Background: an optimization exercise with open tools, aiming at small area, a short achievable clock period and few clock cycles per item. Do not read the settings as production practice.
RTL that was checked went through simulation tests only; none was proved equivalent to the original.
The RTL of runs 1 and 2 was laid out without a check of its function.
No activity file was given, so power comes from the tool's default toggle rates.

<file path="config.mk">
export PLATFORM = sky130hd
export DESIGN_NAME = rational_add_mul_reduce_core
export DESIGN_NICKNAME = rational_add_mul_reduce_core
export VERILOG_FILES = /design/flow/design.v
export SDC_FILE = /design/flow/constraint.sdc
export NUM_CORES = 4
export LEC_CHECK = 0
export CAP_MARGIN = 20
export CORE_MARGIN = 2
export CORE_UTILIZATION = 40
export SLEW_MARGIN = 20
</file>
<file path="constraint.sdc">
create_clock -name core_clock -period 10.0 [get_ports {clk}]
set_input_delay 2.0000 -clock core_clock [delete_from_list [all_inputs] [get_ports {clk}]]
set_output_delay 2.0000 -clock core_clock [all_outputs]
set_load 0.01 [all_outputs]
</file>
<file path="design.v">
module rational_add_mul_reduce_core (
  input  logic                               clk,
  input  logic                               rst_n,
  input  logic                               in_tvalid,
  output logic                               in_tready,
  input  logic [63:0]                        in_tdata,
  input  logic [1:0]                         in_tuser,
  output logic                               out_tvalid,
  input  logic                               out_tready,
  output logic [63:0]                        out_tdata,
  output logic [0:0]                         out_tuser
);
  localparam int K  = 3;               
  localparam int SW = $clog2(K + 1);
  localparam logic [1:0] REQ_MUL  = 2'd0;
  localparam logic [1:0] REQ_ADD  = 2'd1;
  localparam logic [1:0] REQ_CMP  = 2'd2;
  localparam logic [1:0] REQ_NONE = 2'd3;
  localparam logic [1:0] S_FREE = 2'd0;
  localparam logic [1:0] S_M2   = 2'd1;
  localparam logic [1:0] S_M3   = 2'd2;
  localparam logic [1:0] S_LOOP = 2'd3;
  logic        pend_r;
  logic [1:0]  req_r;
  logic        a_neg_r, b_neg_r;
  logic [15:0] a_mag_r, b_mag_r;
  logic [14:0] a_den_r, b_den_r;
  logic [1:0]  pidx_r;                   
  logic        xa_r, yb_r;               
  logic [19:0] h0_r, h1_r, h2_r, h3_r;   
  logic        hv_r;                     
  logic [1:0]  w_req_r;
  logic        w_aneg_r, w_bneg_r, w_azero_r;
  logic [1:0]  st_r;
  logic [30:0] u_r;
  logic [29:0] v_r;
  logic [31:0] n00_r, n01_r;    
  logic [29:0] n10_r, n11_r;    
  logic        eq_r;
  logic        out_valid_r;
  logic [1:0]  st_nxt;
  logic [30:0] u_nxt;
  logic [29:0] v_nxt;
  logic [31:0] n00_nxt, n01_nxt;
  logic [29:0] n10_nxt, n11_nxt;
  logic        eq_nxt, out_valid_nxt, neg;
  logic [31:0] dif;
  logic        ge, uv_eq, u_zero, done, both_odd, both_even;
  logic [30:0] du;
  logic [29:0] dv;
  logic [31:0] sum0;
  logic [29:0] sum1;
  logic [SW-1:0] s_d, s_u, s_v, s_b, s_uu, s_vv, s_c0, s_c1;
  assign dif       = {1'b0, u_r} - {2'b0, v_r};
  assign ge        = !dif[31];
  assign du        = dif[30:0];
  assign dv        = v_r - u_r[29:0];
  assign uv_eq     = (u_r == {1'b0, v_r});
  assign u_zero    = (u_r == '0);
  assign done      = uv_eq || u_zero;
  assign sum0      = n00_r + n01_r;
  assign sum1      = n10_r + n11_r;
  assign both_odd  = u_r[0] & v_r[0];
  assign both_even = !u_r[0] & !v_r[0];
  always_comb begin
    s_d = SW'(K);
    s_u = SW'(K);
    s_v = SW'(K);
    s_b = SW'(K);
    for (int i = K - 1; i >= 1; i--) begin
      if (du[i])           s_d = SW'(i);
      if (u_r[i])          s_u = SW'(i);
      if (v_r[i])          s_v = SW'(i);
      if (u_r[i] | v_r[i]) s_b = SW'(i);
    end
    s_uu = both_odd ? s_d : (both_even ? s_b : s_u);
    s_vv = both_odd ? s_d : (both_even ? s_b : s_v);
    s_c0 = both_odd ? s_d : s_u;
    s_c1 = both_odd ? s_d : s_v;
  end
  logic [30:0] u_sh;
  logic [29:0] v_sh;
  logic [31:0] n00_sh, n01_sh;
  logic [29:0] n10_sh, n11_sh;
  assign u_sh   = (both_odd ? du : u_r) >> s_uu;
  assign v_sh   = (both_odd ? dv : v_r) >> s_vv;
  assign n00_sh = n00_r << s_c0;
  assign n10_sh = n10_r << s_c0;
  assign n01_sh = n01_r << s_c1;
  assign n11_sh = n11_r << s_c1;
  logic [15:0] in_a_num, in_b_num;
  logic [14:0] in_a_den, in_b_den;
  assign in_a_num = in_tdata[15:0];
  assign in_a_den = in_tdata[30:16];
  assign in_b_num = in_tdata[46:31];
  assign in_b_den = in_tdata[61:47];
  logic       out_free, m1_go, m2_go, m3_go, none_go, h_take, h_load, last;
  logic       consume, consume_early, accept;
  logic [1:0] pidx_nxt, req_nxt;
  assign out_free = !out_valid_r || out_tready;
  assign m1_go    = hv_r && ((st_r == S_FREE) || (st_r == S_LOOP && done));
  assign m2_go    = hv_r && (st_r == S_M2) && out_free;
  assign m3_go    = hv_r && (st_r == S_M3);
  assign none_go  = !hv_r && (st_r == S_FREE) && pend_r && (req_r == REQ_NONE) && out_free;
  assign h_take   = m1_go || m2_go || m3_go;
  assign h_load   = pend_r && (req_r != REQ_NONE) && (!hv_r || h_take);
  assign last     = (pidx_r == ((req_r == REQ_ADD) ? 2'd2 : 2'd1));
  assign consume  = (h_load && last) || none_go;
  always_comb begin
    consume_early = 1'b0;
    if (pend_r) begin
      if (req_r == REQ_NONE)
        consume_early = (st_r == S_FREE) && !hv_r && !out_valid_r;
      else
        consume_early = last && (!hv_r || st_r == S_FREE || st_r == S_M3 ||
                                 (st_r == S_M2 && !out_valid_r));
    end
  end
  assign in_tready = !pend_r || consume_early;
  assign accept    = in_tvalid && in_tready;
  assign pidx_nxt = consume ? 2'd0 : (h_load ? pidx_r + 2'd1 : pidx_r);
  assign req_nxt  = accept ? in_tuser : req_r;
  logic [15:0] mul_x, mul_y;
  logic [31:0] mul_p;
  assign mul_x = xa_r ? a_mag_r : {1'b0, a_den_r};
  assign mul_y = yb_r ? b_mag_r : {1'b0, b_den_r};
  assign mul_p = 32'(h0_r) + {8'd0, h1_r, 4'd0} + {4'd0, h2_r, 8'd0} + {h3_r, 12'd0};
  always_comb begin
    st_nxt        = st_r;
    u_nxt         = u_r;
    v_nxt         = v_r;
    n00_nxt       = n00_r;
    n01_nxt       = n01_r;
    n10_nxt       = n10_r;
    n11_nxt       = n11_r;
    eq_nxt        = eq_r;
    out_valid_nxt = out_valid_r && !out_tready;
    neg           = 1'b0;
    case (st_r)
      S_FREE: begin
        if (none_go) begin
          n01_nxt       = '0;
          n11_nxt       = 30'd1;
          eq_nxt        = 1'b0;
          out_valid_nxt = 1'b1;
        end
      end
      S_M2: begin
        if (m2_go) begin
          case (w_req_r)
            REQ_MUL: begin
              neg     = w_aneg_r ^ w_bneg_r;
              v_nxt   = mul_p[29:0];
              n00_nxt = neg ? 32'hFFFF_FFFF : 32'd1;
              n01_nxt = '0;
              n10_nxt = '0;
              n11_nxt = 30'd1;
              st_nxt  = S_LOOP;
            end
            REQ_CMP: begin
              eq_nxt        = (u_r == mul_p[30:0]) && ((w_aneg_r == w_bneg_r) || w_azero_r);
              n01_nxt       = '0;
              n11_nxt       = 30'd1;
              out_valid_nxt = 1'b1;
              st_nxt        = S_FREE;
            end
            default: begin
              v_nxt   = mul_p[29:0];
              n01_nxt = mul_p;
              st_nxt  = S_M3;
            end
          endcase
        end
      end
      S_M3: begin
        if (m3_go) begin
          if (w_aneg_r == w_bneg_r) begin
            u_nxt = sum0[30:0];
            neg   = w_aneg_r;
          end else if (ge) begin
            u_nxt = du;
            neg   = w_aneg_r;
          end else begin
            u_nxt = {1'b0, dv};
            neg   = w_bneg_r;
          end
          v_nxt   = mul_p[29:0];
          n00_nxt = neg ? 32'hFFFF_FFFF : 32'd1;
          n01_nxt = '0;
          n10_nxt = '0;
          n11_nxt = 30'd1;
          st_nxt  = S_LOOP;
        end
      end
      default: begin
        if (done) begin
          eq_nxt        = 1'b0;
          out_valid_nxt = 1'b1;
          st_nxt        = S_FREE;
        end
        if (uv_eq) begin
          n01_nxt = sum0;
          n11_nxt = sum1;
        end else begin
          if (both_even || !u_r[0] || (both_odd && ge))
            u_nxt = u_sh;
          if (both_even || !v_r[0] || (both_odd && !ge))
            v_nxt = v_sh;
          if ((!u_r[0] && v_r[0]) || (both_odd && ge)) begin
            n00_nxt = n00_sh;
            n10_nxt = n10_sh;
          end else if (both_odd) begin
            n00_nxt = sum0;
            n10_nxt = sum1;
          end
          if ((u_r[0] && !v_r[0]) || (both_odd && !ge)) begin
            n01_nxt = n01_sh;
            n11_nxt = n11_sh;
          end else if (both_odd && ge) begin
            n01_nxt = sum0;
            n11_nxt = sum1;
          end
        end
      end
    endcase
    if (m1_go) begin
      u_nxt   = mul_p[30:0];
      n00_nxt = mul_p;
      st_nxt  = S_M2;
    end
  end
  always_ff @(posedge clk) begin
    if (!rst_n) begin
      st_r        <= S_FREE;
      pend_r      <= 1'b0;
      pidx_r      <= 2'd0;
      hv_r        <= 1'b0;
      xa_r        <= 1'b1;
      yb_r        <= 1'b0;
      out_valid_r <= 1'b0;
    end else begin
      st_r        <= st_nxt;
      pend_r      <= accept || (pend_r && !consume);
      pidx_r      <= pidx_nxt;
      hv_r        <= h_load || (hv_r && !h_take);
      xa_r        <= (pidx_nxt == 2'd0);
      yb_r        <= (pidx_nxt == 2'd0) ? (req_nxt == REQ_MUL) :
                     ((pidx_nxt == 2'd1) && (req_nxt != REQ_MUL));
      out_valid_r <= out_valid_nxt;
    end
  end
  always_ff @(posedge clk) begin
    if (accept) begin
      req_r   <= in_tuser;
      a_neg_r <= in_a_num[15];
      b_neg_r <= in_b_num[15];
      a_mag_r <= in_a_num[15] ? (~in_a_num + 16'd1) : in_a_num;
      b_mag_r <= in_b_num[15] ? (~in_b_num + 16'd1) : in_b_num;
      a_den_r <= (in_a_den == '0) ? 15'd1 : in_a_den;
      b_den_r <= (in_b_den == '0) ? 15'd1 : in_b_den;
    end
  end
  always_ff @(posedge clk) begin
    if (m1_go) begin
      w_req_r   <= req_r;
      w_aneg_r  <= a_neg_r;
      w_bneg_r  <= b_neg_r;
      w_azero_r <= (a_mag_r == '0);
    end
  end
  always_ff @(posedge clk) begin
    if (h_load) begin
      h0_r <= mul_x * mul_y[3:0];
      h1_r <= mul_x * mul_y[7:4];
      h2_r <= mul_x * mul_y[11:8];
      h3_r <= mul_x * mul_y[15:12];
    end
  end
  always_ff @(posedge clk) begin
    u_r   <= u_nxt;
    v_r   <= v_nxt;
    n00_r <= n00_nxt;
    n01_r <= n01_nxt;
    n10_r <= n10_nxt;
    n11_r <= n11_nxt;
    eq_r  <= eq_nxt;
  end
  assign out_tvalid = out_valid_r;
  assign out_tdata  = {2'b00, n11_r, n01_r};
  assign out_tuser  = eq_r;
endmodule
</file>
<file path="run.sh">
#!/bin/bash
# synth_recipe.tcl (not shown) runs the flow's synth.tcl, then flattens the netlist and writes it again
# the make line also repeats each setting of config.mk as NAME=value (left out here)
make -C /OpenROAD-flow-scripts/flow DESIGN_CONFIG=/design/flow/config.mk WORK_HOME=/design/flow/orfs CLKGATE_MAP_FILE= SYNTH_SCRIPT=/design/flow/synth_recipe.tcl finish
</file>
==> results of run 1 <==
-- worst max-delay path by stage --
stage,startpoint,end,slack [ns]
floorplan,out_tready,n11_r[0]$_SDFFCE_PP1P_,3.53
global placement,u_r[12]$_DFFE_PP_,pend_r$_SDFF_PN0_,3.52
detailed placement,u_r[12]$_DFFE_PP_,pend_r$_SDFF_PN0_,3.51
CTS,u_r[12]$_DFFE_PP_,pend_r$_SDFF_PN0_,3.49
global route,u_r[12]$_DFFE_PP_,pend_r$_SDFF_PN0_,3.11
finish,u_r[12]$_DFFE_PP_,pend_r$_SDFF_PN0_,3.44
-- metal layers --
layer	up-vias	GRT usage	wire length [um]
li1	15100	-	-
met1	15700	0.367	56000
met2	1329	0.421	56300
met3	265	0.0399	9380
met4	0	0.110	5670
met5	-	0	0
-- registers in the layout (all words and copies together) (netlist names), 20 cells and up --
signal  cells
n01_r      32
h2_r       20
h1_r       20
n10_r      30
n00_r      32
v_r        30
h3_r       20
u_r        31
n11_r      30
h0_r       20
-- layout make-up --
class	instances	area, um2	share of cell area
Inverter	332	1250	0.0306
Sequential cell	346	10300	0.253
Clock buffer	52	1170	0.0288
Tap cell	1186	1480	0.0365
Antenna cell	1	2.50	0.0000615
Timing Repair Buffer	199	1840	0.0453
Clock inverter	24	310	0.00762
Multi-Input combinational cell	3319	24400	0.599
-- critical path, delay by kind of cell (launching register included) --
family	cells	cell delay [ns]
buf+inv	5	2.10
fa+ha+maj	1	0.66
simple gates	5	1.65
flops	1	0.56
compound gates	5	1.43
-- cell usage in the layout, fill, tap and decap left out, types with 29 or more instances in the layout --
master	n
a211oi_1	56
a21o_1	69
a21oi_1	283
a31oi_1	35
and2_1	29
buf_4	66
clkbuf_16	46
clkdlybuf4s50_1	132
edfxtp_1	335
fa_1	141
ha_1	273
inv_1	329
mux2_2	34
mux2i_1	249
nand2_1	560
nand3_1	85
nor2_1	338
nor2b_1	29
nor3_1	95
nor4_1	34
o211ai_1	44
o21a_1	39
o21ai_0	194
o21bai_1	38
xnor2_1	178
xor2_1	61
-- cell families after synthesis --
kind of cell,Yosys count,synth area share
flops,346,0.280
compound gates,1031,0.185
simple gates,1343,0.165
mux,286,0.0802
buf+inv,585,0.0619
other cells,1,0.000102
fa+ha+maj,416,0.171
xor+xnor,241,0.0575
-- power breakdown --
| group | internal (mW) | total, mW | switching [mW] |
|---|---|---|---|
| Combinational | 3.35 | 9.52 | 6.18 |
| Clock | 1.01 | 1.70 | 0.681 |
| Sequential | 2.09 | 2.28 | 0.196 |
| Total | 6.45 | 13.5 | 7.05 |
==> reports/qor.txt, run 1 <==
Primary FF master, synth = edfxtp_1
setup_tns = 0 ns
Routed Antenna Nets = 0
Worst Hold Launch = a_neg_r$_DFFE_PP_
Post-synth EDFFs = 335
share of post-route cells with drive strength above 1 = 0.0581
Finished Layout Cells = 5459
CP required = 10.47 ns
Synthesis Warnings = 1
max-slew violation count = 0
WHS = 0.509 ns
first drt pass iteration count = 6
power per cell area = 332 nW/um2
IO Pins = 137
die area = 94200 um2
post-synthesis cell area = 36700 um2
total gr overflow = 0
register area share after synthesis = 0.280
drt wl/cell = 23.3 um
Final Util = 0.446
outcome = finished clean
slew margin rel. = 0.197
Critical-path top delay cell = buf_4
Setup Viol. Count Final = 0
Vias/cell = 5.94
crit-path cells = inv_1, ha_1, nand4_1, or4_1, nor4_4, o21a_2, o21ai_4, buf_4, clkinv_2, nor2_2, buf_4, a31oi_4, buf_4, o21ai_0, a31oi_1, nor2_1
cell mode on critical path = buf_4
Synth top area share = 0.274
crit-path max FO = 59
overall routing resource usage = 0.267
Cells after Synth = 4249
core area = 91200 um2
Post-synth top cells = nand2_1, nor2_1, edfxtp_1, inv_1, a21oi_1
Final Worst Setup Slack = 3.44 ns
worst-skew pair later-pin latency = 0.61 ns
DP Wirelength = 97200 um
initial drt markers = 3226
first-pass GRT wire length = 194000 um
minimum clock period = 6.56 ns
Chip Width = 307 um
unrepaired setup endpoints after global routing = no
worst r2r dst = pend_r$_SDFF_PN0_
LEAKAGE = 17.2 nW
vias in the first global route = 31200
Root Buffer = clkbuf_16
hold depth = 0
area leader, netlist = edfxtp_1
Num CTS Buffers = 45
total clock sinks = 346
Area contributors post-synth = edfxtp_1, ha_1, fa_1
row count = 111
worst r2r src = u_r[12]$_DFFE_PP_
DRC viols = 0
largest net degree at the start of global routing = 89
Crit path arrival time = 7.03 ns
Seq cells post-synth = 346
asr flop ratio synth = 0
DP Area = 39200 um2
Syn Area/Cell = 8.64 um2
Max-Cap Viols = 0
Max Clock Freq = 153 MHz
routability cong. = 1.03
Final Power = 13.5 mW
r2r worst-path depth = 16
Crit Path Class = flop to flop
Initial Utilization = 0.402
number of library cell types mapped by synthesis = 97
top-count cell post-synth = nand2_1
Final Cell Area = 40700 um2
Crit. End Element = flop
CTS tree = yes
Place WS = 3.51 ns
port bufs = 132
final worst path period share = 0.656
hold_buf cts = 0
placed cells = 5381
nets = 4729
Slew @ Worst Pin = 1.20 ns
Filler cells = 9034
total wire length = 127000 um
H-Tree Depth = 2
HP Class = flop to flop
initial antenna violation count = 2
vias = 32400
Hold Path Sink = w_aneg_r$_DFFE_PP_
Max rail drop VDD = 0.760 mV
CTS clk-pin slew, worst paths = 0.06 ns
post_cts resized = 0
worst-case clock buffer depth = 3
DIE HEIGHT = 307 um
CP Launch Type = flop
Worst Skew = 0.0243 ns
Area Overhead vs Synth = 10.9%
slowest cell delay on critical path = 0.73 ns
buffer count from post-CTS setup fixing = 0
final hold vios = 0
R2R setup slack = 3.44 ns
==> run 2, diff against run 1 <==
--- a/config.mk
+++ b/config.mk
@@ -8,4 +8,5 @@
 export CAP_MARGIN = 20
 export CORE_MARGIN = 2
 export CORE_UTILIZATION = 40
+export SETUP_SLACK_MARGIN = 5
 export SLEW_MARGIN = 20
==> run 2 against run 1 <==
Net effect:
- register-to-register slack better by 1.6 ns
- hold slack worse by 0.010 ns
- critical path depth fell by 1
- die area stayed put
- maximum frequency up 33%
- core utilization increased by 0.83 points
- non-clock buffer count grew 27
- cell count grew 0.70%
==> reports/qor.txt, run 2 <==
outcome = finished clean
slowest cell delay on critical path = 0.57 ns (-0.16 ns)
Primary FF master, synth = edfxtp_1
Synthesis Warnings = 1 (unchanged)
DRC viols = 0 (unchanged)
DIE HEIGHT = 307 um (unchanged)
Routed Antenna Nets = 0 (unchanged)
worst-case clock buffer depth = 3 (unchanged)
Gate power share = 0.716 (+0.011)
wire length on met2 = 59100 um (+5.0%)
largest net degree at the start of global routing = 89 (unchanged)
Cells after Synth = 4249 (unchanged)
vias = 32800 (+1.0%)
most common cell after layout, fill and taps aside = nand2_1
total gr overflow = 0 (unchanged)
vias in the first global route = 31600 (+1.1%)
clock share of power = 0.119 (-0.007)
hold_buf cts = 0 (unchanged)
worst-skew pair later-pin latency = 0.61 ns (about the same)
Max Clock Freq = 203 MHz (+33%)
port bufs = 132 (unchanged)
IO Pins = 137 (unchanged)
post-synthesis cell area = 36700 um2 (unchanged)
Syn Area/Cell = 8.64 um2 (unchanged)
Hold Path Sink = w_aneg_r$_DFFE_PP_
HP Class = flop to flop
total wire length = 132000 um (+3.6%)
Post-synth EDFFs = 335 (unchanged)
first drt pass iteration count = 5 (-1)
max-slew violation count = 0 (unchanged)
Area Overhead vs Synth = 12.9%
CP Launch Type = flop
Worst Hold Launch = a_neg_r$_DFFE_PP_
Chip Width = 307 um (unchanged)
Setup Viol. Count Final = 0 (unchanged)
total clock sinks = 346 (unchanged)
row count = 111 (unchanged)
Filler cells = 8906 (-1.4%)
most frequent cells in the layout = nand2_1, nor2_1, edfxtp_1
initial drt markers = 2914 (-9.7%)
Initial Utilization = 0.402 (unchanged)
setup_tns = 0 ns (unchanged)
final hold vios = 0 (unchanged)
CTS tree = yes
final worst path period share = 0.493 (-0.163)
Post-Route M1 WL = 57400 um (+2.4%)
cell internal pwr = 6.61 mW (+2.6%)
number of library cell types mapped by synthesis = 97 (unchanged)
crit-path cells = inv_1, ha_2, nand3b_4, o211ai_2, a21o_1, a22oi_1, and3_2, nor4_4, o21a_1, buf_4, o21ai_2, nand2_2, buf_12, mux2i_1, o211ai_1
minimum clock period = 4.93 ns (-1.63 ns)
Max rail drop VDD = 0.490 mV (-36%)
Post-synth top cells = nand2_1, nor2_1, edfxtp_1, inv_1, a21oi_1
LEAKAGE = 17.5 nW (+2.0%)
Final Util = 0.454 (+0.00828)
Num CTS Buffers = 45 (unchanged)
top-count cell post-synth = nand2_1
Buf+Inv Stages, Crit Path = 3 (-2)
asr flop ratio synth = 0 (unchanged)
CP delay by family, top = compound AO/OA/AOI/OAI gates
Seq cells post-synth = 346 (unchanged)
Critical-path top delay cell = edfxtp_1
met3 routed WL = 9260 um (-1.3%)
Largest regs = n00_r: 32 flops, n01_r: 32 flops, u_r: 31 flops
R2R setup slack = 5.07 ns (+1.63 ns)
max layer used = met4
worst r2r src = u_r[2]$_DFFE_PP_
initial antenna violation count = 4 (+2)
Root Buffer = clkbuf_16
area leader, netlist = edfxtp_1
register area share after synthesis = 0.280 (unchanged)
Synth top area share = 0.274 (unchanged)
Worst Skew = 0.0345 ns (+0.0102 ns)
die area = 94200 um2 (unchanged)
Psw = 7.38 mW (+4.6%)
Vias/cell = 5.96 (+0.32%)
nets = 4760 (+0.66%)
Crit path arrival time = 5.24 ns (-1.79 ns)
r2r worst-path depth = 15 (-1)
DP Wirelength = 98600 um (+1.5%)
drt wl/cell = 24.0 um (+2.9%)
Net Sw Frac = 0.527 (+0.00495)
Max-Cap Viols = 0 (unchanged)
crit-path max FO = 51 (-14%)
Crit. End Element = flop
share of post-route cells with drive strength above 1 = 0.0789 (+0.0209)
hold depth = 0 (unchanged)
unrepaired setup endpoints after global routing = yes
worst r2r dst = n00_r[2]$_DFFE_PP_
sequential power share = 0.165 (-0.004)
Area contributors post-synth = edfxtp_1, ha_1, fa_1
core area = 91200 um2 (unchanged)
power per cell area = 337 nW/um2 (+1.7%)
slew margin rel. = 0.178 (-0.0191)
Crit Path Class = flop to flop
CTS clk-pin slew, worst paths = 0.06 ns (about the same)
Slew @ Worst Pin = 1.20 ns (-0.00567 ns)
first-pass GRT wire length = 198000 um (+1.7%)
H-Tree Depth = 2 (unchanged)
CP required = 10.32 ns (-0.15 ns)
overall routing resource usage = 0.274 (+0.00632)
routability cong. = 0.974 (-5.5%)
run 2: per-layer routing:
layer	GRT usage	up-vias
li1	-	15200
met4	0.115	0
met2	0.436	1354
met5	0	-
met3	0.0353	276
met1	0.373	15900
run 2: final cells by class:
cell class,count,area (um2),share of cell area
multi-input cells,3323,24800,0.598
flip-flops and latches,346,10300,0.248
repair buffers,226,2160,0.0522
well taps,1186,1480,0.0358
inverters,332,1250,0.0302
clock buffers,50,1190,0.0286
clock inverters,32,289,0.00697
diodes,2,5.00,0.000121
run 2: how the worst max path moves through the flow:
stage | from | end | slack, ns | depth (start not counted)
CTS | xa_r$_SDFF_PN1_ | h3_r[18]$_DFFE_PP_ | 4.86 | 18
global route | yb_r$_SDFF_PN0_ | h3_r[18]$_DFFE_PP_ | 4.81 | 17
global placement | yb_r$_SDFF_PN0_ | h3_r[19]$_DFFE_PP_ | 4.10 | 17
detailed placement | yb_r$_SDFF_PN0_ | h3_r[18]$_DFFE_PP_ | 3.99 | 17
finish | u_r[2]$_DFFE_PP_ | n00_r[2]$_DFFE_PP_ | 5.07 | 15
floorplan | out_tready | n11_r[0]$_SDFFCE_PP1P_ | 4.56 | 5
run 2: cells by family (layout without fill, tap and decap cells):
group,after synthesis,after routing,synth area share
flip-flops,346,346,0.280
other,1,4,0.000102
multiplexers,286,288,0.0802
buffers and inverters,585,640,0.0619
XOR/XNOR,241,241,0.0575
AND/OR/NAND/NOR,1343,1343,0.165
AO/OA/AOI/OAI,1031,1033,0.185
adder cells (fa/ha/maj),416,416,0.171
run 2: what timing repair did:
action,CTS,global route
pin swaps,6,9
buffers inserted,11,18
endpoints found under the setup margin,232,243
gates cloned,2,3
gates resized for setup,50,56
run 2: worst reg2reg max path, delay by kind of cell (launching register included):
kind | cells | cell delay (ns)
compound gates | 6 | 1.24
simple gates | 4 | 1.20
buf+inv | 3 | 0.81
flops | 1 | 0.57
fa+ha+maj | 1 | 0.41
mux | 1 | 0.40
run 2: power by group through the flow:
stage / registers (mW) / logic [mW] / clock network, mW
5_1_grt: 2.32 / 10.7 / 1.74
4_1_cts: 2.29 / 9.67 / 1.69
6_report: 2.30 / 10.0 / 1.67
3_3_place_gp: 2.32 / 9.42 / 0
3_5_place_dp: 2.33 / 9.44 / 0
2_1_floorplan: 2.22 / 5.95 / 0
run 2: stage by stage:
| stage | power [mW] | worst slack, ns | cell area [um2] | hold slack (ns) | cells |
|---|---|---|---|---|---|
| 6_report | 14.0 | 5.07 | 41500 | 0.498 | 5497 |
| 5_1_grt | 14.8 | 4.81 | 41500 | 0.521 | 5495 |
| 4_1_cts | 13.7 | 4.86 | 41000 | 0.503 | 5474 |
| 3_5_place_dp | 11.8 | 3.99 | 39200 | 0.488 | 5379 |
| 3_3_place_gp | 11.7 | 4.10 | 39200 | 0.482 | 5379 |
| 2_1_floorplan | 8.17 | 4.56 | 36700 | 0.400 | 4250 |
==> run 3, diff against run 2 <==
--- a/design.v
+++ b/design.v
@@ -27,7 +27,7 @@
   logic [14:0] a_den_r, b_den_r;
   logic [1:0]  pidx_r;                   
   logic        xa_r, yb_r;               
-  logic [19:0] h0_r, h1_r, h2_r, h3_r;   
+  logic [31:0] hs_r, hc_r;               
   logic        hv_r;                     
   logic [1:0]  w_req_r;
   logic        w_aneg_r, w_bneg_r, w_azero_r;
@@ -100,9 +100,9 @@
   assign out_free = !out_valid_r || out_tready;
   assign m1_go    = hv_r && ((st_r == S_FREE) || (st_r == S_LOOP && done));
   assign m2_go    = hv_r && (st_r == S_M2) && out_free;
-  assign m3_go    = hv_r && (st_r == S_M3);
+  assign m3_go    = (st_r == S_M3) && (hv_r || w_req_r == REQ_CMP);
   assign none_go  = !hv_r && (st_r == S_FREE) && pend_r && (req_r == REQ_NONE) && out_free;
-  assign h_take   = m1_go || m2_go || m3_go;
+  assign h_take   = m1_go || m2_go || (m3_go && w_req_r != REQ_CMP);
   assign h_load   = pend_r && (req_r != REQ_NONE) && (!hv_r || h_take);
   assign last     = (pidx_r == ((req_r == REQ_ADD) ? 2'd2 : 2'd1));
   assign consume  = (h_load && last) || none_go;
@@ -112,7 +112,7 @@
       if (req_r == REQ_NONE)
         consume_early = (st_r == S_FREE) && !hv_r && !out_valid_r;
       else
-        consume_early = last && (!hv_r || st_r == S_FREE || st_r == S_M3 ||
+        consume_early = last && (!hv_r || st_r == S_FREE || (st_r == S_M3 && w_req_r != REQ_CMP) ||
                                  (st_r == S_M2 && !out_valid_r));
     end
   end
@@ -124,7 +124,32 @@
   logic [31:0] mul_p;
   assign mul_x = xa_r ? a_mag_r : {1'b0, a_den_r};
   assign mul_y = yb_r ? b_mag_r : {1'b0, b_den_r};
-  assign mul_p = 32'(h0_r) + {8'd0, h1_r, 4'd0} + {4'd0, h2_r, 8'd0} + {h3_r, 12'd0};
+  assign mul_p = hs_r + hc_r;
+  function automatic logic [63:0] csa(input logic [31:0] a, input logic [31:0] b,
+                                      input logic [31:0] c);
+    csa = {((a & b) | (a & c) | (b & c)) << 1, a ^ b ^ c};
+  endfunction
+  logic [31:0] pp [16];
+  logic [63:0] l1 [5];
+  logic [63:0] l2 [3];
+  logic [63:0] l3 [2];
+  logic [63:0] l4 [2];
+  logic [63:0] l5, l6;
+  always_comb begin
+    for (int i = 0; i < 16; i++)
+      pp[i] = mul_y[i] ? (32'(mul_x) << i) : 32'd0;
+    for (int i = 0; i < 5; i++)
+      l1[i] = csa(pp[3*i], pp[3*i+1], pp[3*i+2]);
+    l2[0] = csa(l1[0][31:0], l1[0][63:32], l1[1][31:0]);
+    l2[1] = csa(l1[1][63:32], l1[2][31:0], l1[2][63:32]);
+    l2[2] = csa(l1[3][31:0], l1[3][63:32], l1[4][31:0]);
+    l3[0] = csa(l2[0][31:0], l2[0][63:32], l2[1][31:0]);
+    l3[1] = csa(l2[1][63:32], l2[2][31:0], l2[2][63:32]);
+    l4[0] = csa(l3[0][31:0], l3[0][63:32], l3[1][31:0]);
+    l4[1] = csa(l3[1][63:32], l1[4][63:32], pp[15]);
+    l5 = csa(l4[0][31:0], l4[0][63:32], l4[1][31:0]);
+    l6 = csa(l5[31:0], l5[63:32], l4[1][63:32]);
+  end
   always_comb begin
     st_nxt        = st_r;
     u_nxt         = u_r;
@@ -158,11 +183,8 @@
               st_nxt  = S_LOOP;
             end
             REQ_CMP: begin
-              eq_nxt        = (u_r == mul_p[30:0]) && ((w_aneg_r == w_bneg_r) || w_azero_r);
-              n01_nxt       = '0;
-              n11_nxt       = 30'd1;
-              out_valid_nxt = 1'b1;
-              st_nxt        = S_FREE;
+              v_nxt  = mul_p[29:0];
+              st_nxt = S_M3;
             end
             default: begin
               v_nxt   = mul_p[29:0];
@@ -173,7 +195,13 @@
         end
       end
       S_M3: begin
-        if (m3_go) begin
+        if (m3_go && w_req_r == REQ_CMP) begin
+          eq_nxt        = uv_eq && ((w_aneg_r == w_bneg_r) || w_azero_r);
+          n01_nxt       = '0;
+          n11_nxt       = 30'd1;
+          out_valid_nxt = 1'b1;
+          st_nxt        = S_FREE;
+        end else if (m3_go) begin
           if (w_aneg_r == w_bneg_r) begin
             u_nxt = sum0[30:0];
             neg   = w_aneg_r;
@@ -270,10 +298,8 @@
   end
   always_ff @(posedge clk) begin
     if (h_load) begin
-      h0_r <= mul_x * mul_y[3:0];
-      h1_r <= mul_x * mul_y[7:4];
-      h2_r <= mul_x * mul_y[11:8];
-      h3_r <= mul_x * mul_y[15:12];
+      hs_r <= l6[31:0];
+      hc_r <= l6[63:32];
     end
   end
   always_ff @(posedge clk) begin
==> flow/run.sh (new file) <==
#!/bin/bash
set -euo pipefail
MARGIN=6.5
grep -q 'SETUP_SLACK_MARGIN=5' standard.sh
sed "s/SETUP_SLACK_MARGIN=5/SETUP_SLACK_MARGIN=${MARGIN}/" standard.sh > standard_margin.sh
bash standard_margin.sh > standard_margin.log 2>&1
test -s out/final.def
==> standard.sh (new file) <==
#!/bin/bash
# synth_recipe.tcl (not shown) runs the flow's synth.tcl, then flattens the netlist and writes it again
# the make line also repeats each setting of config.mk as NAME=value (left out here)
make -C /OpenROAD-flow-scripts/flow DESIGN_CONFIG=/design/flow/config.mk WORK_HOME=/design/flow/orfs CLKGATE_MAP_FILE= SYNTH_SCRIPT=/design/flow/synth_recipe.tcl "${@:-finish}"
removed: run.sh
==> run 3 against run 2 <==
Net effect:
- sequential power up 3%
- core utilization up 7.9 points
- critical path type unchanged
- critical endpoint is now hs_r[16]$_DFFE_PN_
- worst setup slack better by 0.52 ns
- area after synthesis down 7.6%
- maximum frequency up 12%
- clock power down 6%
- still clean
- synthesized cell count down 7.7%
- global-route usage up 1.0 points
- wire length up 0.96%
- first-iteration DRC count up 27%
- largest cell class unchanged
==> reports/qor.txt, run 3 <==
unrepaired setup endpoints after global routing = yes
Post-synth top cells = nand2_1, nor2_1, a21oi_1, edfxtp_1, inv_1
LEAKAGE = 18.0 nW (+2.9%)
total wire length = 133000 um (+0.96%)
clock share of power = 0.120 (about the same)
total gr overflow = 0 (unchanged)
Synth top area share = 0.275 (+0.00142)
slew margin rel. = 0.159 (-0.0192)
register area share after synthesis = 0.282 (+0.00192)
Net Sw Frac = 0.471 (-0.0561)
DP Wirelength = 85400 um (-13%)
Max rail drop VDD = 0.217 mV (-56%)
Area Overhead vs Synth = 31.7%
Root Buffer = clkbuf_16
Crit path arrival time = 4.74 ns (-0.50 ns)
drt wl/cell = 24.4 um (+1.7%)
worst-skew pair later-pin latency = 0.60 ns (about the same)
overall routing resource usage = 0.284 (+0.0101)
placed cells = 4997 (-7.1%)
routability cong. = 0.935 (-3.9%)
Most Crowded Layer GR = met2
crit-path max FO = 8 (-84%)
Chip Width = 295 um (-3.8%)
Seq cells post-synth = 322 (-6.9%)
hold_buf cts = 0 (unchanged)
Psw = 6.14 mW (-17%)
WHS = 0.521 ns (+0.0229 ns)
Max Clock Freq = 227 MHz (+12%)
CP Launch Type = flop
CTS clk-pin slew, worst paths = 0.06 ns (about the same)
Num CTS Buffers = 43 (-4.4%)
Finished Layout Cells = 5458 (-0.71%)
first-pass GRT wire length = 189000 um (-4.5%)
HP Class = flop to flop
vias = 32800 (+0.13%)
die area = 87100 um2 (-7.5%)
cell internal pwr = 6.89 mW (+4.2%)
Gate power share = 0.697 (-0.019)
Primary FF master, synth = edfxtp_1
outcome = finished clean
largest net degree at the start of global routing = 83 (-6.7%)
setup_tns = 0 ns (unchanged)
Final Util = 0.533 (+0.0785)
final worst path period share = 0.441 (-0.0517)
Post-synth EDFFs = 311 (-7.2%)
minimum clock period = 4.41 ns (-0.517 ns)
CP required = 10.33 ns (about the same)
Routed Antenna Nets = 0 (unchanged)
GR Util met1 = 0.367 (-0.00671)
first drt pass iteration count = 6 (+1)
Area contributors post-synth = edfxtp_1, fa_1, ha_1
initial drt markers = 3687 (+27%)
most frequent cells in the layout = nand2_1, nor2_1, edfxtp_1
power per cell area = 292 nW/um2 (-14%)
vias in the first global route = 31100 (-1.6%)
top-count cell post-synth = nand2_1
Syn Area/Cell = 8.65 um2 (+0.11%)
Cells after Synth = 3920 (-7.7%)
Largest regs = n00_r: 32 flops, n01_r: 32 flops
Vias/cell = 6.01 (+0.84%)
nets = 4774 (+0.29%)
Synthesis Warnings = 6 (+5)
number of library cell types mapped by synthesis = 100 (+3.1%)
final hold vios = 0 (unchanged)
initial antenna violation count = 5 (+1)
Worst Skew = 0.0339 ns (-0.000575 ns)
Initial Utilization = 0.405 (+0.00216)
sequential power share = 0.183 (+0.018)
max-slew violation count = 0 (unchanged)
most common cell after layout, fill and taps aside = nand2_1
row count = 106 (-4.5%)
grt met2 use = 0.457 (+0.0202)
Max-Cap Viols = 0 (unchanged)
global routing usage on met3 = 0.0450 (+0.00967)
IO Pins = 137 (unchanged)
Place WS = 4.69 ns (+0.698 ns)
port bufs = 132 (unchanged)
Crit Path Class = flop to flop
Setup Viol. Count Final = 0 (unchanged)
area leader, netlist = edfxtp_1
worst-case clock buffer depth = 3 (unchanged)
core area = 83800 um2 (-8.1%)
Final Worst Setup Slack = 5.59 ns (+0.517 ns)
Slew @ Worst Pin = 1.25 ns (+0.0541 ns)
DRC viols = 0 (unchanged)
share of post-route cells with drive strength above 1 = 0.242 (+0.163)
H-Tree Depth = 2 (unchanged)
total clock sinks = 322 (-6.9%)
CTS tree = yes
post-synthesis cell area = 33900 um2 (-7.6%)
Crit. End Element = flop
asr flop ratio synth = 0 (unchanged)
DIE HEIGHT = 295 um (-3.8%)
## run 3: layer usage
layer | wire [um] | vias to the layer above
met2 | 60200 | 1888
met5 | 0 | -
li1 | - | 14600
met4 | 8680 | 0
met1 | 51500 | 15900
met3 | 12800 | 443
## run 3: final timing paths
path / startpoint / to / slack [ns] / cells past startpoint
setup / recovery: xa_r$_SDFF_PN1_ / hs_r[16]$_DFFE_PN_ / 5.59 / 11
hold / removal: pend_r$_SDFF_PN0_ / pend_r$_SDFF_PN0_ / 0.52 / 2
hold reg to reg: pend_r$_SDFF_PN0_ / pend_r$_SDFF_PN0_ / 0.52 / 2
setup reg to reg: xa_r$_SDFF_PN1_ / hs_r[16]$_DFFE_PN_ / 5.59 / 11
## run 3: layout make-up
| cell class | instances | area (um2) |
|---|---|---|
| Multi-Input combinational cell | 3093 | 25400 |
| Timing Repair Buffer | 551 | 5780 |
| Timing Repair inverter | 2 | 17.5 |
| Inverter | 278 | 1070 |
| Antenna cell | 1 | 2.50 |
| Fill cell | 7597 | 39200 |
| Clock buffer | 53 | 1130 |
| Clock inverter | 24 | 238 |
| Tap cell | 1134 | 1420 |
| Sequential cell | 322 | 9570 |
## run 3: power groups by stage
stage	Combinational, mW	Clock [mW]	Sequential [mW]
4_1_cts	8.34	1.58	2.38
3_3_place_gp	7.34	0	2.43
6_report	9.09	1.57	2.38
3_5_place_dp	7.56	0	2.43
2_1_floorplan	5.26	0	2.34
5_1_grt	10.1	1.63	2.40
## run 3: through the flow
step	power (mW)	area, um2
after floorplan	7.60	34600
after global placement	9.77	36600
after detailed placement	9.99	36700
after CTS	12.3	41700
after global routing	14.1	44700
final	13.0	44700
## run 3: timing repair
item	in CTS	in global routing
gates cloned	17	22
endpoints found under the setup margin	552	370
pin swaps	122	168
gates resized for setup	436	340
setup buffers	218	126
## run 3: kinds of logic (layout without fill, tap and decap cells)
kind of cell,Yosys count,after routing,share of synthesized area
and+or+nand+nor,1310,1314,0.169
AOI/OAI and AO/OA,993,993,0.185
buffers and inverters,516,908,0.0594
adders and majority gates,413,413,0.198
DFF,322,322,0.282
muxes,195,201,0.0625
xor gates and xnor gates,170,170,0.0439
other,1,3,0.000111
## run 3: worst max-delay path, cell delays in order, from the launching register on
cell and delay (ns):
dfxtp_4 0.43, buf_16 0.18, mux2i_4 0.37, nor2_1 0.11
fa_1 0.57, inv_1 0.06, fa_1 0.43, fa_1 0.51
fa_1 0.57, fa_1 0.41, inv_1 0.08, fa_2 0.43
Testbench counts of run 3, summed over its fixed seeds: cycles 33,142, items 1,920.
==> run 4, diff against run 3 <==
==> run.sh (new file) <==
#!/bin/bash
# synth_recipe.tcl (not shown) runs the flow's synth.tcl, then flattens the netlist and writes it again
# the make line also repeats each setting of config.mk as NAME=value (left out here)
make -C /OpenROAD-flow-scripts/flow DESIGN_CONFIG=/design/flow/config.mk WORK_HOME=/design/flow/orfs CLKGATE_MAP_FILE= SYNTH_SCRIPT=/design/flow/synth_recipe.tcl finish
--- a/config.mk
+++ b/config.mk
@@ -7,6 +7,6 @@
 export LEC_CHECK = 0
 export CAP_MARGIN = 20
 export CORE_MARGIN = 2
-export CORE_UTILIZATION = 40
+export CORE_UTILIZATION = 55
 export SETUP_SLACK_MARGIN = 5
 export SLEW_MARGIN = 20
removed: flow/run.sh
removed: standard.sh
==> run 4 against run 3 <==
Net effect:
- hold slack lost 0.083 ns
- sequential share of layout area increased by 4.2 points
- via count decreased by 6.8%
- critical path depth did not move
- critical path type unchanged
- critical endpoint unchanged
- largest power group unchanged
==> reports/qor.txt, run 4 <==
hold depth = 0 (-2)
Critical-path top delay cell = mux2i_2
DP Area = 35900 um2 (-2.1%)
Seq. cell area = 9560 um2 (-0.14%)
Largest regs = n00_r: 32 flops, n01_r: 32 flops
cell mode on critical path = fa_1
final worst path period share = 0.496 (+0.0546)
Final Cell Area = 37300 um2 (-17%)
row count = 91 (-14%)
nets = 4399 (-7.9%)
Max Clock Freq = 202 MHz (-11%)
CTS clk-pin slew, worst paths = 0.06 ns (about the same)
outcome = finished clean
r2r worst-path depth = 11 (unchanged)
Post-synth top cells = nand2_1, nor2_1, a21oi_1, edfxtp_1, inv_1
final hold vios = 0 (unchanged)
Buf+Inv Stages, Crit Path = 3 (unchanged)
Finished Layout Cells = 4734 (-13%)
multi-input logic area = 22600 um2 (-11%)
initial drt markers = 2930 (-21%)
Chip Width = 252 um (-15%)
CTS tree = yes
DRC viols = 0 (unchanged)
Initial Utilization = 0.553 (+0.148)
Crit path arrival time = 5.25 ns (+0.51 ns)
drt wl/cell = 24.1 um (-1.3%)
area leader, netlist = edfxtp_1
top-count cell post-synth = nand2_1
Post-Route M1 WL = 43800 um (-15%)
wire length on met2 = 53300 um (-11%)
total clock sinks = 322 (unchanged)
post-synthesis cell area = 33900 um2 (unchanged)
Ant. Diodes = 0 (-1)
first drt pass iteration count = 8 (+2)
Filler cells = 5408 (-29%)
DIE HEIGHT = 252 um (-15%)
most frequent cells in the layout = nand2_1, nor2_1, a21oi_1
IO Pins = 137 (unchanged)
H-Tree Depth = 2 (unchanged)
CP required = 10.29 ns (-0.04 ns)
hold_buf cts = 0 (unchanged)
R2R setup slack = 5.04 ns (-0.55 ns)
CP delay by family, top = adder cells
Area contributors post-synth = edfxtp_1, fa_1, ha_1
Routed Antenna Nets = 0 (unchanged)
Area Overhead vs Synth = 10.0%
worst-skew pair later-pin latency = 0.59 ns (about the same)
total gr overflow = 0 (unchanged)
Crit Path Class = flop to flop
Slew @ Worst Pin = 1.21 ns (-0.0470 ns)
largest net degree at the start of global routing = 83 (unchanged)
Post-synth EDFFs = 311 (unchanged)
CP Launch Type = flop
most common cell after layout, fill and taps aside = nand2_1
Synth top area share = 0.275 (unchanged)
port bufs = 132 (unchanged)
Seq cells post-synth = 322 (unchanged)
LEAKAGE = 15.1 nW (-16%)
Max-Cap Viols = 0 (unchanged)
setup_tns = 0 ns (unchanged)
crit-path cells = buf_4, mux2i_2, nor2_1, fa_1, inv_1, fa_1, fa_1, fa_1, fa_1, inv_1, fa_1
cell internal pwr = 5.94 mW (-14%)
HP Class = flop to flop
vias = 30600 (-6.8%)
Cells after Synth = 3920 (unchanged)
vias in the first global route = 29900 (-3.9%)
clock share of power = 0.135 (+0.015)
routability cong. = 0.963 (+2.9%)
WP depth = 11 (unchanged)
slew margin rel. = 0.190 (+0.0315)
Gate power share = 0.655 (-0.042)
Crit. End Element = flop
Synthesis Warnings = 6 (unchanged)
Max rail drop VDD = 0.238 mV (+9.7%)
Syn Area/Cell = 8.65 um2 (unchanged)
number of library cell types mapped by synthesis = 100 (unchanged)
Root Buffer = clkbuf_16
Setup Viol. Count Final = 0 (unchanged)
initial antenna violation count = 0 (-5)
die area = 63700 um2 (-27%)
register area share after synthesis = 0.282 (unchanged)
sequential power share = 0.210 (+0.027)
max-slew violation count = 0 (unchanged)
slowest cell delay on critical path = 0.75 ns (+0.18 ns)
first-pass GRT wire length = 173000 um (-8.5%)
Worst Skew = 0.0336 ns (-0.000384 ns)
crit-path max FO = 31 (+23)
power per cell area = 304 nW/um2 (+4.2%)
DP Wirelength = 85400 um (about the same)
minimum clock period = 4.96 ns (+0.546 ns)
overall routing resource usage = 0.353 (+0.0694)
Primary FF master, synth = edfxtp_1
Num CTS Buffers = 42 (-2.3%)
placed cells = 4660 (-6.7%)
share of post-route cells with drive strength above 1 = 0.0606 (-0.181)
Vias/cell = 6.45 (+7.4%)
Psw = 5.40 mW (-12%)
core area = 61400 um2 (-27%)
unrepaired setup endpoints after global routing = yes
worst-case clock buffer depth = 3 (unchanged)
asr flop ratio synth = 0 (unchanged)
Net Sw Frac = 0.476 (+0.00517)
max layer used = met4
met3 routed WL = 9280 um (-28%)
total wire length = 114000 um (-14%)
-- run 4: worst paths after layout --
path                             end              start
setup / recovery  hs_r[16]$_DFFE_PN_    xa_r$_SDFF_PN1_
hold / removal    w_aneg_r$_DFFE_PP_  a_neg_r$_DFFE_PP_
setup reg to reg  hs_r[16]$_DFFE_PN_    xa_r$_SDFF_PN1_
hold reg to reg   w_aneg_r$_DFFE_PP_  a_neg_r$_DFFE_PP_
-- run 4: timing repair --
action / 4_1_cts / 5_1_grt
setup endpoints to repair: 45 / 79
gates cloned: 1 / 0
setup buffers: 0 / 1
resized for setup: 5 / 6
-- run 4: logic make-up after synthesis --
logic type      count (synthesis)  share of synthesized area
fa+ha+maj                     413                      0.198
xor+xnor                      170                     0.0439
compound gates                993                      0.185
other cells                     1                   0.000111
simple gates                 1310                      0.169
mux                           195                     0.0625
flops                         322                      0.282
buf+inv                       516                     0.0594
-- run 4: cell type report --
class / count / area share
clock buffers: 52 / 0.0312
well taps: 790 / 0.0265
repair buffers: 188 / 0.0467
flip-flops and latches: 322 / 0.256
inverters: 278 / 0.0280
multi-input cells: 3084 / 0.606
clock inverters: 20 / 0.00517
-- run 4: metrics by stage --
stage                     power (mW)  utilization  worst slack [ns]  hold WS [ns]
after floorplan                 7.47            -              5.07         0.400
after global placement          9.52        0.585              4.78         0.423
after detailed placement        9.72        0.585              4.81         0.424
after CTS                       11.3        0.607              5.02         0.438
after global routing            12.3        0.608              4.93         0.456
final                           11.3        0.608              5.04         0.438
-- run 4: layer usage --
layer | track usage | up-vias
met5 | 0 | -
met4 | 0.211 | 0
met3 | 0.0517 | 369
met2 | 0.583 | 1561
met1 | 0.440 | 14800
li1 | - | 13800
-- run 4: power groups by stage --
stage          clock, mW  sequential (mW)  combinational (mW)
2_1_floorplan          0             2.33                5.14
3_3_place_gp           0             2.39                7.13
3_5_place_dp           0             2.40                7.32
4_1_cts             1.55             2.37                7.38
5_1_grt             1.60             2.40                8.33
6_report            1.54             2.38                7.43
==> run 5, diff against run 4 <==
--- a/config.mk
+++ b/config.mk
@@ -7,6 +7,6 @@
 export LEC_CHECK = 0
 export CAP_MARGIN = 20
 export CORE_MARGIN = 2
-export CORE_UTILIZATION = 55
+export CORE_UTILIZATION = 70
 export SETUP_SLACK_MARGIN = 5
 export SLEW_MARGIN = 20
==> run 5 against run 4 <==
Net effect:
- clock-buffer cell count is the same
- cell count is 3.7% lower
- clock skew decreased by 0.0032 ns
- hold slack better by 0.13 ns
- register-to-register slack improved by 0.05 ns
- clock power shrank 3%
- core utilization is 17 points higher
- first-iteration DRC count grew 67%
- critical path depth shrank 5
- sequential cell count unchanged
- global-route usage rose by 11 points
- via count increased by 6.8%
- critical endpoint is now in_tready
- largest cell class unchanged
- largest power group unchanged
==> reports/qor.txt, run 5 <==
minimum clock period = 4.98 ns (+0.0217 ns)
DP Wirelength = 83600 um (-2.1%)
initial antenna violation count = 1 (+1)
max-slew violation count = 0 (unchanged)
Final Cell Area = 37100 um2 (-0.48%)
Synth top area share = 0.275 (unchanged)
Num CTS Buffers = 40 (-4.8%)
number of library cell types mapped by synthesis = 100 (unchanged)
cell mode on critical path = a21oi_1
setup_tns = 0 ns (unchanged)
final hold vios = 0 (unchanged)
register area share after synthesis = 0.282 (unchanged)
initial drt markers = 4880 (+67%)
share of post-route cells with drive strength above 1 = 0.0609 (+0.000269)
outcome = finished clean
Max-Cap Viols = 0 (unchanged)
post-synthesis compound-gate area fraction = 0.185 (unchanged)
power per cell area = 316 nW/um2 (+4.0%)
Slew @ Worst Pin = 1.19 ns (-0.0176 ns)
Worst Skew = 0.0303 ns (-0.00323 ns)
Area Overhead vs Synth = 9.48%
Crit Path Class = flop to primary output
Chip Width = 224 um (-11%)
Crit path arrival time = 2.98 ns (-2.27 ns)
Routed Antenna Nets = 0 (unchanged)
Post-synth top cells = nand2_1, nor2_1, a21oi_1, edfxtp_1, inv_1
CP delay by family, top = compound AO/OA/AOI/OAI gates
most frequent cells in the layout = nand2_1, nor2_1, a21oi_1
die area = 50200 um2 (-21%)
vias in the first global route = 32100 (+7.7%)
most common cell after layout, fill and taps aside = nand2_1
area leader, netlist = edfxtp_1
DP Area = 35600 um2 (-0.68%)
worst-case clock buffer depth = 3 (unchanged)
overall routing resource usage = 0.462 (+0.109)
post-synthesis cell area = 33900 um2 (unchanged)
LEAKAGE = 15.1 nW (-0.14%)
DIE HEIGHT = 224 um (-11%)
final worst path period share = 0.498 (+0.00217)
Area contributors post-synth = edfxtp_1, fa_1, ha_1
Max Clock Freq = 201 MHz (-0.44%)
unrepaired setup endpoints after global routing = no
Setup Viol. Count Final = 0 (unchanged)
total clock sinks = 322 (unchanged)
routability cong. = 1.03 (+7.0%)
CTS tree = yes
CTS clk-pin slew, worst paths = 0.06 ns (about the same)
worst-skew pair later-pin latency = 0.59 ns (about the same)
Seq cells post-synth = 322 (unchanged)
slew margin rel. = 0.202 (+0.0118)
IO Pins = 137 (unchanged)
first drt pass iteration count = 10 (+2)
Critical-path top delay cell = clkdlybuf4s50_1
crit-path cells = nand3b_1, o22a_1, a21oi_1, a21oi_1, o21ai_1, clkdlybuf4s50_1
Cells after Synth = 3920 (unchanged)
row count = 80 (-12%)
Initial Utilization = 0.710 (+0.158)
CP required = 8.00 ns (-2.29 ns)
slowest cell delay on critical path = 0.63 ns (-0.12 ns)
core area = 47700 um2 (-22%)
Final Util = 0.777 (+0.170)
post-synthesis mux area share = 0.0625 (unchanged)
vias = 32600 (+6.8%)
hold_buf cts = 0 (unchanged)
largest family of logic cells by synthesized area = adder cells
Synth Area in XOR/XNOR = 0.0439 (unchanged)
first-pass GRT wire length = 179000 um (+3.5%)
Synthesis Warnings = 6 (unchanged)
adder-cell share of the synthesized area = 0.198 (unchanged)
Finished Layout Cells = 4558 (-3.7%)
Ant. Diodes = 0 (unchanged)
asr flop ratio synth = 0 (unchanged)
Max rail drop VDD = 0.763 mV (+220%)
placed cells = 4482 (-3.8%)
Final Power = 11.7 mW (+3.5%)
Vias/cell = 7.16 (+11%)
WHS = 0.568 ns (+0.130 ns)
CP Launch Type = flop
Crit. End Element = primary output
total gr overflow = 0 (unchanged)
Post-Synth Simple-Gate Area = 0.169 (unchanged)
total wire length = 117000 um (+2.7%)
port bufs = 132 (unchanged)
largest net degree at the start of global routing = 83 (unchanged)
crit-path max FO = 6 (-81%)
Syn Area/Cell = 8.65 um2 (unchanged)
Post-synth EDFFs = 311 (unchanged)
nets = 4396 (-0.068%)
Root Buffer = clkbuf_16
HP Class = flop to flop
Place WS = 4.65 ns (-0.161 ns)
DRC viols = 0 (unchanged)
H-Tree Depth = 2 (unchanged)
Final Worst Setup Slack = 5.02 ns (-0.0217 ns)
Primary FF master, synth = edfxtp_1
Largest regs = n00_r: 32 flops, n01_r: 32 flops
top-count cell post-synth = nand2_1
Buf+Inv Stages, Crit Path = 1 (-2)
drt wl/cell = 25.7 um (+6.6%)
-- run 5: worst register-to-register path: stages (launching register included) --
cell and delay [ns]:
dfxtp_1 0.34, buf_4 0.42, mux2_1 0.61, nand2_1 0.18, fa_1 0.46, fa_1 0.49
fa_1 0.56, inv_1 0.06, fa_1 0.54, inv_1 0.05, fa_1 0.47, inv_1 0.05
fa_1 0.42
-- run 5: report_power, final --
part	internal (mW)	total, mW	switching (mW)
registers	2.19	2.40	0.204
clock network	0.874	1.50	0.629
logic	2.96	7.83	4.88
total	6.02	11.7	5.71
-- run 5: cells by family (layout without fill, tap and decap cells) --
family,Yosys count,after routing
simple gates,1310,1310
compound gates,993,993
buf+inv,516,538
fa+ha+maj,413,413
flops,322,322
mux,195,195
xor+xnor,170,170
other cells,1,2
-- run 5: area by class of cell --
class,instances,area (um2)
multi-input cells,3083,22700
fillers,3139,10600
flip-flops and latches,322,9560
repair buffers,188,1800
clock buffers,52,1090
inverters,278,1040
well taps,615,769
clock inverters,20,213
-- run 5: routing by layer --
metal	up-vias	track usage	routed length [um]
met5	-	0	13
met4	2	0.354	11200
met3	791	0.111	14600
met2	2823	0.730	52300
met1	15200	0.547	39000
li1	13800	-	-
-- run 5: final timing paths --
check	slack, ns	to	start	depth (start not counted)
worst min register to register	0.57	w_aneg_r$_DFFE_PP_	a_neg_r$_DFFE_PP_	0
worst max-delay path	5.02	in_tready	req_r[0]$_DFF_P_	6
worst min-delay path	0.57	w_aneg_r$_DFFE_PP_	a_neg_r$_DFFE_PP_	0
worst max register to register	5.09	hs_r[21]$_DFFE_PN_	yb_r$_SDFF_PN0_	12
-- run 5: timing repair --
action,CTS,global route
gates resized for setup,6,20
setup endpoints to repair,83,82
setup buffers,1,1
==> run 6, diff against run 5 <==
--- a/config.mk
+++ b/config.mk
@@ -7,6 +7,6 @@
 export LEC_CHECK = 0
 export CAP_MARGIN = 20
 export CORE_MARGIN = 2
-export CORE_UTILIZATION = 70
+export CORE_UTILIZATION = 40
 export SETUP_SLACK_MARGIN = 5
 export SLEW_MARGIN = 20
==> run 6 against run 5 <==
Net effect:
- worst setup slack improved by 0.12 ns
- cell count grew 12%
- clock skew increased by 0.013 ns
- die area grew 73%
- wire length is 1.7% lower
- largest power group unchanged
- highest routed layer is now met4
==> reports/qor.txt, run 6 <==
Root Buffer = clkbuf_16
Max rail drop VDD = 0.252 mV (-67%)
H-Tree Depth = 2 (unchanged)
die area = 87100 um2 (+73%)
DIE HEIGHT = 295 um (+32%)
Primary FF master, synth = edfxtp_1
Post-synth EDFFs = 311 (unchanged)
worst-skew pair later-pin latency = 0.62 ns (+0.03 ns)
CP Launch Type = flop
LEAKAGE = 15.2 nW (+0.51%)
Slew @ Worst Pin = 1.18 ns (-0.00360 ns)
row count = 106 (+33%)
Crit path arrival time = 5.18 ns (+2.20 ns)
post-synthesis cell area = 33900 um2 (unchanged)
Max Clock Freq = 206 MHz (+2.5%)
Area contributors post-synth = edfxtp_1, fa_1, ha_1
power per cell area = 306 nW/um2 (-3.3%)
Num CTS Buffers = 43 (+7.5%)
CP required = 10.33 ns (+2.33 ns)
IO Pins = 137 (unchanged)
asr flop ratio synth = 0 (unchanged)
Crit Path Class = flop to flop
Vias/cell = 5.87 (-18%)
Syn Area/Cell = 8.65 um2 (unchanged)
first-pass GRT wire length = 176000 um (-1.8%)
area leader, netlist = edfxtp_1
DP Area = 36400 um2 (+2.1%)
Synth top area share = 0.275 (unchanged)
Final Util = 0.451 (-0.326)
vias in the first global route = 29100 (-9.4%)
core area = 83800 um2 (+76%)
nets = 4410 (+0.32%)
top-count cell post-synth = nand2_1
total wire length = 115000 um (-1.7%)
Critical-path top delay cell = mux2i_2
CP delay by family, top = adder cells
Synthesis Warnings = 6 (unchanged)
port bufs = 132 (unchanged)
Initial Utilization = 0.405 (-0.306)
DP Wirelength = 85400 um (+2.2%)
crit-path max FO = 31 (+25)
minimum clock period = 4.85 ns (-0.123 ns)
Area Overhead vs Synth = 11.6%
Post-synth top cells = nand2_1, nor2_1, a21oi_1, edfxtp_1, inv_1
slowest cell delay on critical path = 0.66 ns (+0.03 ns)
total clock sinks = 322 (unchanged)
first drt pass iteration count = 7 (-3)
Max-Cap Viols = 0 (unchanged)
crit-path cells = buf_4, mux2i_2, nor2_1, fa_1, inv_1, fa_1, fa_1, fa_1, fa_1, inv_1, fa_1
setup_tns = 0 ns (unchanged)
largest net degree at the start of global routing = 83 (unchanged)
final hold vios = 0 (unchanged)
overall routing resource usage = 0.261 (-0.201)
max-slew violation count = 0 (unchanged)
initial drt markers = 2731 (-44%)
CTS tree = yes
hold_buf cts = 0 (unchanged)
drt wl/cell = 22.6 um (-12%)
Ant. Diodes = 0 (unchanged)
slew margin rel. = 0.208 (+0.00541)
CTS clk-pin slew, worst paths = 0.06 ns (about the same)
most common cell after layout, fill and taps aside = nand2_1
Seq cells post-synth = 322 (unchanged)
initial antenna violation count = 3 (+2)
most frequent cells in the layout = nand2_1, nor2_1, a21oi_1
Routed Antenna Nets = 0 (unchanged)
Buf+Inv Stages, Crit Path = 3 (+2)
Worst Skew = 0.0434 ns (+0.0130 ns)
Chip Width = 295 um (+32%)
register area share after synthesis = 0.282 (unchanged)
Crit. End Element = flop
number of library cell types mapped by synthesis = 100 (unchanged)
Seq. cell area = 9560 um2 (unchanged)
vias = 29900 (-8.5%)
Largest regs = n00_r: 32 flops, n01_r: 32 flops
DRC viols = 0 (unchanged)
share of post-route cells with drive strength above 1 = 0.0629 (+0.00204)
Cells after Synth = 3920 (unchanged)
total gr overflow = 0 (unchanged)
HP Class = flop to flop
multi-input logic area = 22600 um2 (about the same)
Final Cell Area = 37800 um2 (+1.9%)
unrepaired setup endpoints after global routing = yes
final worst path period share = 0.485 (-0.0123)
Filler cells = 8344 (+170%)
outcome = finished clean
routability cong. = 0.984 (-4.5%)
Setup Viol. Count Final = 0 (unchanged)
cell mode on critical path = fa_1
worst-case clock buffer depth = 3 (unchanged)
[run 6: cell counts after synthesis]
Identical to the previous run, type by type.
[run 6: kinds of logic after synthesis]
logic type | count (synthesis) | share of synthesized area
mux | 195 | 0.0625
simple gates | 1310 | 0.169
flops | 322 | 0.282
fa+ha+maj | 413 | 0.198
buf+inv | 516 | 0.0594
other cells | 1 | 0.000111
compound gates | 993 | 0.185
xor+xnor | 170 | 0.0439
[run 6: through the flow]
stage	cells	hold slack (ns)	power, mW	setup WS (ns)
after global routing	5092	0.512	12.7	4.95
final	5092	0.485	11.6	5.15
after global placement	5011	0.476	9.78	4.71
after detailed placement	5011	0.482	9.97	4.63
after floorplan	3921	0.400	7.47	5.07
after CTS	5092	0.493	11.5	5.09
[run 6: final timing paths]
kind	start	slack, ns	cells past startpoint	end
max	xa_r$_SDFF_PN1_	5.15	11	hs_r[17]$_DFFE_PN_
max reg2reg	xa_r$_SDFF_PN1_	5.15	11	hs_r[17]$_DFFE_PN_
min reg2reg	a_neg_r$_DFFE_PP_	0.48	0	w_aneg_r$_DFFE_PP_
min	a_neg_r$_DFFE_PP_	0.48	0	w_aneg_r$_DFFE_PP_
[run 6: metal layers]
layer	vias to the layer above	routed length, um	GRT usage
li1	13800	-	-
met1	14500	48100	0.346
met2	1319	52700	0.424
met3	268	8620	0.0358
met4	0	5660	0.121
met5	-	0	0
[run 6: power by group]
| part | internal (mW) | switching, mW | total [mW] |
|---|---|---|---|
| clock network | 0.849 | 0.662 | 1.51 |
| registers | 2.19 | 0.189 | 2.38 |
| logic | 2.94 | 4.73 | 7.67 |
| total | 5.98 | 5.58 | 11.6 |
[run 6: area by class of cell]
cell class	instances	area share
Clock inverter	24	0.00562
Inverter	278	0.0276
Tap cell	1134	0.0375
Sequential cell	322	0.253
Clock buffer	52	0.0293
Multi-Input combinational cell	3084	0.598
Timing Repair Buffer	198	0.0490
[run 6: repair_timing]
item / CTS / global route
endpoints found under the setup margin: 71 / 41
gates cloned: 1 / 0
setup buffers: 4 / 0
hold endpoints to repair: 0 / 0
gates resized for setup: 8 / 6

separate check: timing with driven ports:
No port has a modelled driver above. Below, the same layouts with a new extraction and two added sets of constraints. Step 1, drivers: a clkbuf_16 drives clk and a buf_2 each remaining input, both assumed. Step 2 moves the port delays by t, midway between the first and last clock arrival at a register: inputs arrive t later, outputs are due t later. That takes back most of the time a late clock gives input paths. a / b / c = ideal ports / drivers / drivers and shift; a / b = the first two.
run | t, ns | slack for setup (ns) | worst hold slack (ns) | worst register clock-pin slew, ns
run 1 | 0.663 | 3.443 / 3.443 / 3.443 | 0.509 / 0.509 / 0.509 | 0.06 / 0.06
run 2 | 0.665 | 5.074 / 5.008 / 4.667 | 0.498 / 0.498 / 0.498 | 0.07 / 0.07
run 3 | 0.648 | 5.591 / 5.591 / 5.591 | 0.521 / 0.521 / 0.521 | 0.07 / 0.07
run 4 | 0.633 | 5.045 / 5.045 / 5.045 | 0.438 / 0.438 / 0.438 | 0.06 / 0.06
run 5 | 0.639 | 5.023 / 4.961 / 5.013 | 0.568 / 0.568 / 0.568 | 0.07 / 0.07
run 6 | 0.661 | 5.146 / 5.145 / 5.146 | 0.485 / 0.485 / 0.485 | 0.06 / 0.06
After both steps every run listed still meets setup and hold. For run 2, which loses most, drivers alone change the setup slack by -0.066 ns; drivers and shift together by -0.407 ns.
